This design comes from an exercise in tuning for small area, a short achievable clock period and few clock cycles on the open sky130 flow, not from production work. RTL that was checked went through simulation tests only; none was proved equivalent to the original. No activity file was given, so power comes from the tool's default toggle rates.

==> maple <==
==> flow/design.v (excerpt) <==
module sliding_window_event_assigner_core (
	input  logic                              clk,
	input  logic                              arst_n,
	input  logic                              evt_valid,
	output logic                              evt_ready,
	input  logic [swea_pkg::TIME_W-1:0]       evt_stamp,
	input  logic [swea_pkg::REF_W-1:0]        evt_ref,
	input  logic [swea_pkg::TAG_W-1:0]        evt_tag,
	input  logic                              evt_eom,
	output logic                              res_valid,
	input  logic                              res_ready,
	output logic                              res_kind,
	output logic [swea_pkg::TIME_W-1:0]       res_window_id,
	output logic [swea_pkg::RANK_W-1:0]       res_rank,
	output logic [swea_pkg::REF_W-1:0]        res_ref,
	output logic [swea_pkg::TAG_W-1:0]        res_tag,
	output logic [swea_pkg::TIME_W-1:0]       res_span_low,
	output logic [swea_pkg::TIME_W-1:0]       res_span_high,
	output logic                              res_last,
	input  logic                              psel,
	input  logic                              penable,
	input  logic                              pwrite,
	input  logic [swea_pkg::ADDR_W-1:0]       paddr,
	input  logic [swea_pkg::DATA_W-1:0]       pwdata,
	output logic [swea_pkg::DATA_W-1:0]       prdata,
	output logic                              pready
);
clock: 10.0 ns
lec_check: 0
abc_clock_period_in_ps: 4000
cap_margin: 20
core_margin: 2
core_utilization: 40
setup_slack_margin: 5
slew_margin: 20
run.sh (not shown) runs the stock make flow with config.mk's settings and CLKGATE_MAP_FILE= SYNTH_SCRIPT=/design/flow/synth_recipe.tcl, a recipe that flattens the netlist after the stock synthesis.
==> amber (differences from maple) <==
--- a/flow/design.v
+++ b/flow/design.v
@@ -88,16 +88,19 @@
 	logic [32:0] d3_q;
 	logic szero_q;        
 	logic d1_q;           
 	logic rzero_q;        
 	logic r1_q;           
 	logic czero_q;        
 	logic [4:0] cm1_q;    
 	logic [4:0] cm1mod_q; 
+	logic [9:0] r3_q;     
+	logic cmod_q;         
+	logic [1:0] cmdig_q;
 	logic [2:0] st_q;
 	logic cfg_q;          
 	logic [3:0] cnt_q;
 	logic [30:0] rem_q;
 	logic [30:0] qr_q;    
 	logic [7:0] m_q;      
 	logic valid_q;
 	logic kind_q;
@@ -115,19 +118,20 @@
 	logic pready_q;
 	logic [1:0] rsel_q;
 	logic [TW-1:0] d;
 	logic [8:0] r;
 	logic [TW-1:0] dividend;
 	logic [30:0] step_rem;
 	logic [1:0] step_digit;
 	logic [1:0] tdig;
-	logic [10:0] tx;
-	logic [10:0] tx1;
-	logic [10:0] tx2;
+	logic [9:0] tx;
+	logic [10:0] t1;
+	logic [10:0] t2;
+	logic [10:0] t3;
 	logic [7:0] m_nxt;
 	logic cfg_wr;
 	logic accept;
 	logic take;
 	logic last_win;
 	logic done_evt;
 	logic [TW:0] old_diff;
 	logic clip;
@@ -137,41 +141,38 @@
 	logic [7:0] rank0;
 	logic [8:0] rank_inc;
 	logic [7:0] rank_nxt;
 	logic valid_nxt;
 	logic pend_nxt;
 	logic start;
 	logic [2:0] st_nxt;
 	logic [33:0] d3_calc;
+	logic [4:0] cm1_nxt;
 	assign d = {slide_q[TW-1:1], slide_q[0] | szero_q};
 	assign r = rank_cnt_q[8] ? 9'd256 : rank_cnt_q;
 	assign dividend = cfg_q ? range_q : evt_stamp;
 	swea_div u_div (
 		.rem     (rem_q),
 		.bits    (qr_q[30:29]),
 		.d       (d),
 		.d3      (d3_q),
 		.rem_nxt (step_rem),
 		.digit   (step_digit)
 	);
 	always_comb begin
-		if (st_q == S_CMOD) begin
-			case (cnt_q[1:0])
-				2'd2: tdig = {1'b0, cm1_q[4]};
-				2'd1: tdig = cm1_q[3:2];
-				default: tdig = cm1_q[1:0];
-			endcase
-		end else begin
-			tdig = qr_q[1:0];
-		end
-		tx = {1'b0, m_q, tdig};
-		tx1 = (tx >= {1'b0, r, 1'b0}) ? tx - {1'b0, r, 1'b0} : tx;
-		tx2 = (tx1 >= {2'b0, r}) ? tx1 - {2'b0, r} : tx1;
-		m_nxt = tx2[7:0];
+		tdig = cmod_q ? cmdig_q : qr_q[1:0];
+		tx = {m_q, tdig};
+		t1 = {1'b0, tx} - {2'b0, r};
+		t2 = {1'b0, tx} - {1'b0, r, 1'b0};
+		t3 = {1'b0, tx} - {1'b0, r3_q};
+		if (!t3[10]) m_nxt = t3[7:0];
+		else if (!t2[10]) m_nxt = t2[7:0];
+		else if (!t1[10]) m_nxt = t1[7:0];
+		else m_nxt = tx[7:0];
 	end
 	always_comb begin
 		old_diff = {1'b0, qr_q} - {27'b0, cm1_q};
 		clip = old_diff[TW];
 		oldest = clip ? '0 : old_diff[TW-1:0];
 		left0 = clip ? qr_q[4:0] : cm1_q;
 		radj = {2'b0, m_q} - {5'b0, cm1mod_q};
 		if (radj[9]) radj = radj + {1'b0, r};
@@ -182,16 +183,17 @@
 		accept = evt_valid && evt_ready_q;
 		start = (st_q == S_DONE) && (accept || pend_q);
 		take = valid_q && res_ready;
 		last_win = left_q == 5'd0;
 		done_evt = take && (kind_q || (last_win && !eom_q));
 		rank_inc = {1'b0, rank_q} + 9'd1;
 		rank_nxt = (rzero_q || (rank_inc == r)) ? 8'd0 : rank_inc[7:0];
 		d3_calc = {3'b0, d} + {2'b0, d, 1'b0};
+		cm1_nxt = (qr_q[30:5] != '0) ? 5'd31 : (qr_q[4:0] - 5'd1);
 	end
 	always_comb begin
 		st_nxt = st_q;
 		case (st_q)
 			S_IDLE: if (evt_valid && !czero_q) st_nxt = S_STEP;
 			S_STEP: if (cnt_q == 4'd0) st_nxt = cfg_q ? S_CCNT : S_FIN;
 			S_FIN: st_nxt = S_DONE;
 			S_DONE: if (start) st_nxt = S_IDLE;
@@ -258,20 +260,27 @@
 	end
 	always_ff @(posedge clk) begin
 		if (st_q == S_CLOAD) d3_q <= d3_calc[32:0];
 		if (st_q == S_CBEG) begin
 			szero_q <= slide_q == '0;
 			d1_q <= slide_q[TW-1:1] == '0;
 			rzero_q <= r == 9'd0;
 			r1_q <= r == 9'd1;
+			r3_q <= {1'b0, r} + {r, 1'b0};
 		end
+		cmod_q <= st_nxt == S_CMOD;
+		case ((st_q == S_CCNT) ? 2'd3 : cnt_q[1:0])
+			2'd3: cmdig_q <= {1'b0, cm1_nxt[4]};
+			2'd2: cmdig_q <= cm1_q[3:2];
+			default: cmdig_q <= cm1_q[1:0];
+		endcase
 		if (st_q == S_CCNT) begin
 			czero_q <= qr_q == '0;
-			cm1_q <= (qr_q[30:5] != '0) ? 5'd31 : (qr_q[4:0] - 5'd1);
+			cm1_q <= cm1_nxt;
 		end
 		if (st_q == S_CMOD && cnt_q[1:0] == 2'd0) begin
 			cm1mod_q <= m_nxt[4:0];
 		end
 		if (st_q == S_CBEG) cfg_q <= 1'b1;
 		if (st_q == S_CMOD && cnt_q[1:0] == 2'd0) cfg_q <= 1'b0;
 		if ((st_q == S_IDLE && st_nxt == S_STEP) || st_q == S_CLOAD) begin
 			rem_q <= {30'b0, dividend[TW-1] & !d1_q};
==> flow/flow/run.sh (new file) <==
#!/bin/bash
set -euo pipefail
cd "$(dirname "$0")/.."
bash standard.sh SETUP_SLACK_MARGIN=6.5 finish > flow_standard.log 2>&1
==> flow/standard.sh (new file) <==
#!/bin/bash
# synth_recipe.tcl (not shown) runs the flow's synth.tcl, then flattens the netlist and writes it again
# the make line also repeats each setting of config.mk as NAME=value (left out here)
make -C /OpenROAD-flow-scripts/flow DESIGN_CONFIG=/design/flow/config.mk WORK_HOME=/design/flow/orfs CLKGATE_MAP_FILE= SYNTH_SCRIPT=/design/flow/synth_recipe.tcl "${@:-finish}"
ABC_CLOCK_PERIOD_IN_PS = unset   (was 4000)
SETUP_SLACK_MARGIN = unset   (was 5)
removed: flow/run.sh
==> violet (differences from maple) <==
--- a/flow/design.v
+++ b/flow/design.v
@@ -80,163 +80,194 @@
 	localparam logic [2:0] S_DONE  = 3'd3;  
 	localparam logic [2:0] S_CBEG  = 3'd4;  
 	localparam logic [2:0] S_CLOAD = 3'd5;  
 	localparam logic [2:0] S_CCNT  = 3'd6;  
 	localparam logic [2:0] S_CMOD  = 3'd7;  
 	logic [TW-1:0] slide_q;
 	logic [TW-1:0] range_q;
 	logic [swea_pkg::RANK_CNT_W-1:0] rank_cnt_q;
-	logic [32:0] d3_q;
+	logic [32:0] d3_q;    
 	logic szero_q;        
 	logic d1_q;           
+	logic [2:0] skip_q;   
 	logic rzero_q;        
 	logic r1_q;           
 	logic czero_q;        
 	logic [4:0] cm1_q;    
 	logic [4:0] cm1mod_q; 
+	logic [9:0] r3_q;     
 	logic [2:0] st_q;
+	logic idle_q;         
 	logic cfg_q;          
 	logic [3:0] cnt_q;
+	logic fs_q;           
 	logic [30:0] rem_q;
 	logic [30:0] qr_q;    
 	logic [7:0] m_q;      
 	logic valid_q;
 	logic kind_q;
+	logic last_q;
 	logic first_q;
 	logic pend_q;         
 	logic eom_q;
 	logic [4:0] left_q;   
 	logic [TW-1:0] w_q;
 	logic [7:0] rank_q;
 	logic [swea_pkg::REF_W-1:0] ref_q;
 	logic [swea_pkg::TAG_W-1:0] tag_q;
 	logic [TW-1:0] low_q;
 	logic [TW-1:0] high_q;
+	logic [TW-1:0] slo_q;     
+	logic [TW-1:0] shi_q;
 	logic evt_ready_q;
 	logic pready_q;
-	logic [1:0] rsel_q;
+	logic [swea_pkg::DATA_W-1:0] prdata_q;
 	logic [TW-1:0] d;
 	logic [8:0] r;
 	logic [TW-1:0] dividend;
 	logic [30:0] step_rem;
 	logic [1:0] step_digit;
 	logic [1:0] tdig;
-	logic [10:0] tx;
-	logic [10:0] tx1;
-	logic [10:0] tx2;
+	logic [9:0] tx;
+	logic [10:0] t1;
+	logic [10:0] t2;
+	logic [10:0] t3;
 	logic [7:0] m_nxt;
 	logic cfg_wr;
 	logic accept;
+	logic start;
 	logic take;
 	logic last_win;
-	logic done_evt;
+	logic load;
 	logic [TW:0] old_diff;
 	logic clip;
 	logic [TW-1:0] oldest;
 	logic [4:0] left0;
 	logic [9:0] radj;
 	logic [7:0] rank0;
 	logic [8:0] rank_inc;
 	logic [7:0] rank_nxt;
 	logic valid_nxt;
 	logic pend_nxt;
-	logic start;
 	logic [2:0] st_nxt;
+	logic [4:0] cm1_nxt;
+	logic to_sum;
+	logic [TW-1:0] low_nxt;
+	logic [TW-1:0] high_nxt;
+	logic emit_en;
 	logic [33:0] d3_calc;
+	logic [61:0] ld;
 	assign d = {slide_q[TW-1:1], slide_q[0] | szero_q};
 	assign r = rank_cnt_q[8] ? 9'd256 : rank_cnt_q;
 	assign dividend = cfg_q ? range_q : evt_stamp;
+	assign ld = {31'b0, dividend} << {skip_q, 1'b1};
 	swea_div u_div (
 		.rem     (rem_q),
 		.bits    (qr_q[30:29]),
 		.d       (d),
 		.d3      (d3_q),
 		.rem_nxt (step_rem),
 		.digit   (step_digit)
 	);
 	always_comb begin
-		if (st_q == S_CMOD) begin
-			case (cnt_q[1:0])
-				2'd2: tdig = {1'b0, cm1_q[4]};
-				2'd1: tdig = cm1_q[3:2];
-				default: tdig = cm1_q[1:0];
-			endcase
-		end else begin
-			tdig = qr_q[1:0];
-		end
-		tx = {1'b0, m_q, tdig};
-		tx1 = (tx >= {1'b0, r, 1'b0}) ? tx - {1'b0, r, 1'b0} : tx;
-		tx2 = (tx1 >= {2'b0, r}) ? tx1 - {2'b0, r} : tx1;
-		m_nxt = tx2[7:0];
+		tdig = qr_q[1:0];
+		tx = {m_q, tdig};
+		t1 = {1'b0, tx} - {2'b0, r};
+		t2 = {1'b0, tx} - {1'b0, r, 1'b0};
+		t3 = {1'b0, tx} - {1'b0, r3_q};
+		if (!t3[10]) m_nxt = t3[7:0];
+		else if (!t2[10]) m_nxt = t2[7:0];
+		else if (!t1[10]) m_nxt = t1[7:0];
+		else m_nxt = tx[7:0];
 	end
 	always_comb begin
 		old_diff = {1'b0, qr_q} - {27'b0, cm1_q};
 		clip = old_diff[TW];
 		oldest = clip ? '0 : old_diff[TW-1:0];
 		left0 = clip ? qr_q[4:0] : cm1_q;
 		radj = {2'b0, m_q} - {5'b0, cm1mod_q};
 		if (radj[9]) radj = radj + {1'b0, r};
 		rank0 = (clip || rzero_q) ? 8'd0 : radj[7:0];
 	end
 	always_comb begin
 		cfg_wr = psel && penable && pready_q && pwrite;
 		accept = evt_valid && evt_ready_q;
 		start = (st_q == S_DONE) && (accept || pend_q);
 		take = valid_q && res_ready;
+		load = idle_q && evt_valid;
 		last_win = left_q == 5'd0;
-		done_evt = take && (kind_q || (last_win && !eom_q));
 		rank_inc = {1'b0, rank_q} + 9'd1;
 		rank_nxt = (rzero_q || (rank_inc == r)) ? 8'd0 : rank_inc[7:0];
 		d3_calc = {3'b0, d} + {2'b0, d, 1'b0};
+		cm1_nxt = (qr_q[30:5] != '0) ? 5'd31 : (qr_q[4:0] - 5'd1);
+		to_sum = valid_q ? (res_ready && !kind_q && last_win && eom_q)
+			: (accept && czero_q && evt_eom);
+		emit_en = take || accept || start;
+	end
+	always_comb begin
+		low_nxt = low_q;
+		high_nxt = high_q;
+		if (first_q) begin
+			if (w_q < low_q) low_nxt = w_q;
+			if (qr_q > high_q) high_nxt = qr_q;
+		end
 	end
 	always_comb begin
 		st_nxt = st_q;
 		case (st_q)
-			S_IDLE: if (evt_valid && !czero_q) st_nxt = S_STEP;
+			S_IDLE: if (load) st_nxt = S_STEP;
 			S_STEP: if (cnt_q == 4'd0) st_nxt = cfg_q ? S_CCNT : S_FIN;
 			S_FIN: st_nxt = S_DONE;
 			S_DONE: if (start) st_nxt = S_IDLE;
 			S_CBEG: st_nxt = S_CLOAD;
 			S_CLOAD: st_nxt = S_STEP;
 			S_CCNT: st_nxt = S_CMOD;
 			S_CMOD: if (cnt_q[1:0] == 2'd0) st_nxt = S_IDLE;
 			default: st_nxt = S_IDLE;
 		endcase
 		if (cfg_wr && (paddr[3:2] != 2'd3)) st_nxt = S_CBEG;
 	end
 	always_comb begin
-		valid_nxt = valid_q;
+		if (valid_q) begin
+			valid_nxt = !(res_ready && (kind_q || (last_win && !eom_q)));
+		end else begin
+			valid_nxt = start || (accept && czero_q && evt_eom);
+		end
 		pend_nxt = pend_q;
 		if (start) begin
-			valid_nxt = 1'b1;
 			pend_nxt = 1'b0;
-		end else if (accept) begin
-			valid_nxt = czero_q && evt_eom;
-			pend_nxt = !czero_q;
-		end else if (done_evt) begin
-			valid_nxt = 1'b0;
+		end else if (accept && !czero_q) begin
+			pend_nxt = 1'b1;
 		end
 		if (cfg_wr) pend_nxt = 1'b0;
 	end
 	always_ff @(posedge clk or negedge arst_n) begin
 		if (!arst_n) begin
 			st_q <= S_CBEG;
+			idle_q <= 1'b0;
 			pend_q <= 1'b0;
 			valid_q <= 1'b0;
 			evt_ready_q <= 1'b0;
 			pready_q <= 1'b0;
 			first_q <= 1'b0;
 			slide_q <= TW'(1);
 			range_q <= TW'(1);
 			rank_cnt_q <= 9'd1;
 			low_q <= '1;
 			high_q <= '0;
+			slo_q <= '0;
+			shi_q <= '0;
 		end else begin
+			if (to_sum || (take && kind_q)) begin
+				slo_q <= to_sum ? low_nxt : '0;
+				shi_q <= to_sum ? high_nxt : '0;
+			end
 			st_q <= st_nxt;
+			idle_q <= (st_nxt == S_IDLE) && !czero_q;
 			valid_q <= valid_nxt;
 			pend_q <= pend_nxt;
 			evt_ready_q <= !valid_nxt && !pend_nxt
 				&& ((st_nxt == S_IDLE) || (!czero_q && (st_nxt == S_DONE)));
 			pready_q <= psel && penable && !pready_q;
 			first_q <= start;
 			if (cfg_wr) begin
 				case (paddr[3:2])
@@ -245,93 +276,103 @@
 					swea_pkg::REG_RANKS: rank_cnt_q <= pwdata[swea_pkg::RANK_CNT_W-1:0];
 					default: begin
 					end
 				endcase
 			end
 			if (take && kind_q) begin
 				low_q <= '1;
 				high_q <= '0;
-			end else if (first_q) begin
-				if (w_q < low_q) low_q <= w_q;
-				if (qr_q > high_q) high_q <= qr_q;
+			end else begin
+				low_q <= low_nxt;
+				high_q <= high_nxt;
 			end
 		end
 	end
 	always_ff @(posedge clk) begin
-		if (st_q == S_CLOAD) d3_q <= d3_calc[32:0];
 		if (st_q == S_CBEG) begin
 			szero_q <= slide_q == '0;
 			d1_q <= slide_q[TW-1:1] == '0;
+			if (slide_q[TW-1:11] != '0) skip_q <= 3'd5;
+			else if (slide_q[10:9] != '0) skip_q <= 3'd4;
+			else if (slide_q[8:7] != '0) skip_q <= 3'd3;
+			else if (slide_q[6:5] != '0) skip_q <= 3'd2;
+			else if (slide_q[4:3] != '0) skip_q <= 3'd1;
+			else skip_q <= 3'd0;
 			rzero_q <= r == 9'd0;
 			r1_q <= r == 9'd1;
+			r3_q <= {1'b0, r} + {r, 1'b0};
 		end
+		if (st_q == S_CLOAD) d3_q <= d3_calc[32:0];
 		if (st_q == S_CCNT) begin
 			czero_q <= qr_q == '0;
-			cm1_q <= (qr_q[30:5] != '0) ? 5'd31 : (qr_q[4:0] - 5'd1);
+			cm1_q <= cm1_nxt;
 		end
 		if (st_q == S_CMOD && cnt_q[1:0] == 2'd0) begin
 			cm1mod_q <= m_nxt[4:0];
 		end
 		if (st_q == S_CBEG) cfg_q <= 1'b1;
 		if (st_q == S_CMOD && cnt_q[1:0] == 2'd0) cfg_q <= 1'b0;
-		if ((st_q == S_IDLE && st_nxt == S_STEP) || st_q == S_CLOAD) begin
-			rem_q <= {30'b0, dividend[TW-1] & !d1_q};
-			qr_q <= {dividend[TW-2:0], dividend[TW-1] & d1_q};
+		if (load || st_q == S_CLOAD) begin
+			rem_q <= d1_q ? 31'b0 : ld[61:31];
+			qr_q <= {ld[30:1], dividend[TW-1] & d1_q};
 			m_q <= {7'b0, dividend[TW-1] & d1_q & !r1_q};
-			cnt_q <= 4'd14;
+			cnt_q <= 4'd14 - {1'b0, skip_q};
+			fs_q <= 1'b1;
 		end else if (st_q == S_STEP) begin
 			rem_q <= step_rem;
 			qr_q <= {qr_q[28:0], step_digit};
-			if (cnt_q != 4'd14) m_q <= m_nxt;
+			if (!fs_q) m_q <= m_nxt;
 			cnt_q <= cnt_q - 4'd1;
+			fs_q <= 1'b0;
 		end else if (st_q == S_FIN) begin
 			m_q <= m_nxt;
 		end else if (st_q == S_CCNT) begin
+			qr_q[1:0] <= {1'b0, cm1_nxt[4]};
 			m_q <= 8'd0;
 			cnt_q <= 4'd2;
 		end else if (st_q == S_CMOD) begin
+			qr_q[1:0] <= (cnt_q[1:0] == 2'd2) ? cm1_q[3:2] : cm1_q[1:0];
 			m_q <= m_nxt;
 			cnt_q <= cnt_q - 4'd1;
 		end
 		if (accept) begin
 			eom_q <= evt_eom;
-			ref_q <= evt_ref;
 			tag_q <= evt_tag;
 		end
-		if (accept && czero_q) begin
-			kind_q <= 1'b1;
-		end else if (start) begin
-			kind_q <= 1'b0;
-			w_q <= oldest;
-			left_q <= left0;
-			rank_q <= rank0;
-		end else if (take && !kind_q) begin
-			if (!last_win) begin
-				w_q <= w_q + TW'(1);
-				rank_q <= rank_nxt;
+		if (accept || (take && last_win)) begin
+			ref_q <= (valid_q || czero_q) ? '0 : evt_ref;
+		end
+		if (emit_en) begin
+			if (valid_q) begin
+				kind_q <= kind_q || (last_win && eom_q);
+				last_q <= last_win || ((left_q == 5'd1) && !eom_q);
+				w_q <= last_win ? '0 : w_q + TW'(1);
+				rank_q <= last_win ? 8'd0 : rank_nxt;
 				left_q <= left_q - 5'd1;
 			end else begin
-				kind_q <= 1'b1;
+				kind_q <= czero_q;
+				last_q <= czero_q || ((left0 == 5'd0) && !(pend_q ? eom_q : evt_eom));
+				w_q <= czero_q ? '0 : oldest;
+				rank_q <= czero_q ? 8'd0 : rank0;
+				left_q <= left0;
 			end
 		end
-		rsel_q <= paddr[3:2];
-	end
-	always_comb begin
-		case (rsel_q)
-			swea_pkg::REG_SLIDE: prdata = {1'b0, slide_q};
-			swea_pkg::REG_RANGE: prdata = {1'b0, range_q};
-			swea_pkg::REG_RANKS: prdata = {23'b0, rank_cnt_q};
-			default: prdata = '0;
+		case (paddr[3:2])
+			swea_pkg::REG_SLIDE: prdata_q <= {1'b0, slide_q};
+			swea_pkg::REG_RANGE: prdata_q <= {1'b0, range_q};
+			swea_pkg::REG_RANKS: prdata_q <= {23'b0, rank_cnt_q};
+			default: prdata_q <= '0;
 		endcase
 	end
+	assign prdata = prdata_q;
 	assign pready = pready_q;
 	assign evt_ready = evt_ready_q;
 	assign res_valid = valid_q;
 	assign res_kind = kind_q;
-	assign res_window_id = kind_q ? '0 : w_q;
-	assign res_rank = kind_q ? '0 : rank_q;
-	assign res_ref = kind_q ? '0 : ref_q;
+	assign res_window_id = w_q;
+	assign res_rank = rank_q;
+	assign res_ref = ref_q;
 	assign res_tag = tag_q;
-	assign res_span_low = kind_q ? low_q : '0;
-	assign res_span_high = kind_q ? high_q : '0;
-	assign res_last = kind_q || (last_win && !eom_q);
+	assign res_span_low = slo_q;
+	assign res_span_high = shi_q;
+	assign res_last = last_q;
 endmodule
==> flow/flow/run.sh (new file) <==
#!/bin/bash
set -euo pipefail
cd "$(dirname "$0")/.."
bash standard.sh SETUP_SLACK_MARGIN=6.5 "BUFFER_PORTS_ARGS=-buffer_cell sky130_fd_sc_hd__buf_1" finish > flow_standard.log 2>&1
==> flow/standard.sh (new file) <==
#!/bin/bash
# synth_recipe.tcl (not shown) runs the flow's synth.tcl, then flattens the netlist and writes it again
# the make line also repeats each setting of config.mk as NAME=value (left out here)
make -C /OpenROAD-flow-scripts/flow DESIGN_CONFIG=/design/flow/config.mk WORK_HOME=/design/flow/orfs CLKGATE_MAP_FILE= SYNTH_SCRIPT=/design/flow/synth_recipe.tcl "${@:-finish}"
ABC_CLOCK_PERIOD_IN_PS = unset   (was 4000)
SETUP_SLACK_MARGIN = unset   (was 5)
removed: flow/run.sh
==> summary.txt <==
met1 GRT Util 36.5%; status complete, no violations; Switch Pwr 5.43 mW; first-pass GRT wire length 154000 µm; Non-CTS buffers 564; initial antenna violation count 2; Clk. pwr 1.80 mW; Yosys top cell area share 20.5%; NumNets Final 4158; vias 26602; Die W 274 µm; Worst R2R Path Depth 9; # clk buffers 68; Worst path top cell family by delay buffers and inverters; Worst Path Buf+Inv 3; vias in the first global route 25258; fraction of standard cell area in multi-input logic 47.9%; Signal buf overhead 15.7%
-- figures above: amber

==> summary.txt <==
status complete, no violations; initial antenna violation count 2; met1 GRT Util 33.2%; Worst Path Buf+Inv 1; first-pass GRT wire length 139000 µm; Worst path top cell family by delay compound AO/OA/AOI/OAI gates; Worst R2R Path Depth 24; Non-CTS buffers 388; NumNets Final 3705; # clk buffers 71; Signal buf overhead 11.3%; vias 23880
-- figures above: maple

==> summary.txt <==
Switch Pwr 5.42 mW; Yosys top cell area share 22.1%; Signal buf overhead 5.60%; Worst path top cell family by delay compound AO/OA/AOI/OAI gates; Die W 288 µm; vias 27144; Worst R2R Path Depth 15; initial antenna violation count 0; status complete, no violations; Clk. pwr 2.27 mW; first-pass GRT wire length 152000 µm
-- figures above: violet

Testbench counts of maple, summed over its fixed seeds: cycles 44,147.
Testbench counts of amber, summed over its fixed seeds: cycles 44,147.
Function not checked in violet: the RTL went through the layout flow alone.

==> what the ideal ports hide <==
In the flow no input, the clock included, has a driving cell. The finished layouts below were timed again as built, in two steps. Step 1: set_driving_cell puts a clkbuf_16 on clk and a buf_2 on each other input, an assumption about the parent block. Step 2, shift: input delay + t, output delay - t, t = (earliest + latest rising clock arrival at the registers) / 2. This alone moves slack from input paths to output paths. a / b / c = no drivers / after step 1 / after step 2; a / b = the first two.
run	t (ns)	setup WS [ns]	hold slack, ns	clock arrival spread, ns	cell pins on the clock port's net
maple	0.645	4.919 / 4.919 / 4.609	0.448 / 0.448 / 0.448	0.021 / 0.021	1
amber	0.652	6.102 / 6.048 / 5.819	0.450 / 0.450 / 0.450	0.031 / 0.030	1
violet	0.700	6.472 / 6.472 / 5.974	0.453 / 0.453 / 0.453	0.035 / 0.034	1
After both steps every run listed still meets setup and hold. For violet, which loses most, drivers alone change the setup slack by 0.000 ns; drivers and shift together by -0.498 ns.
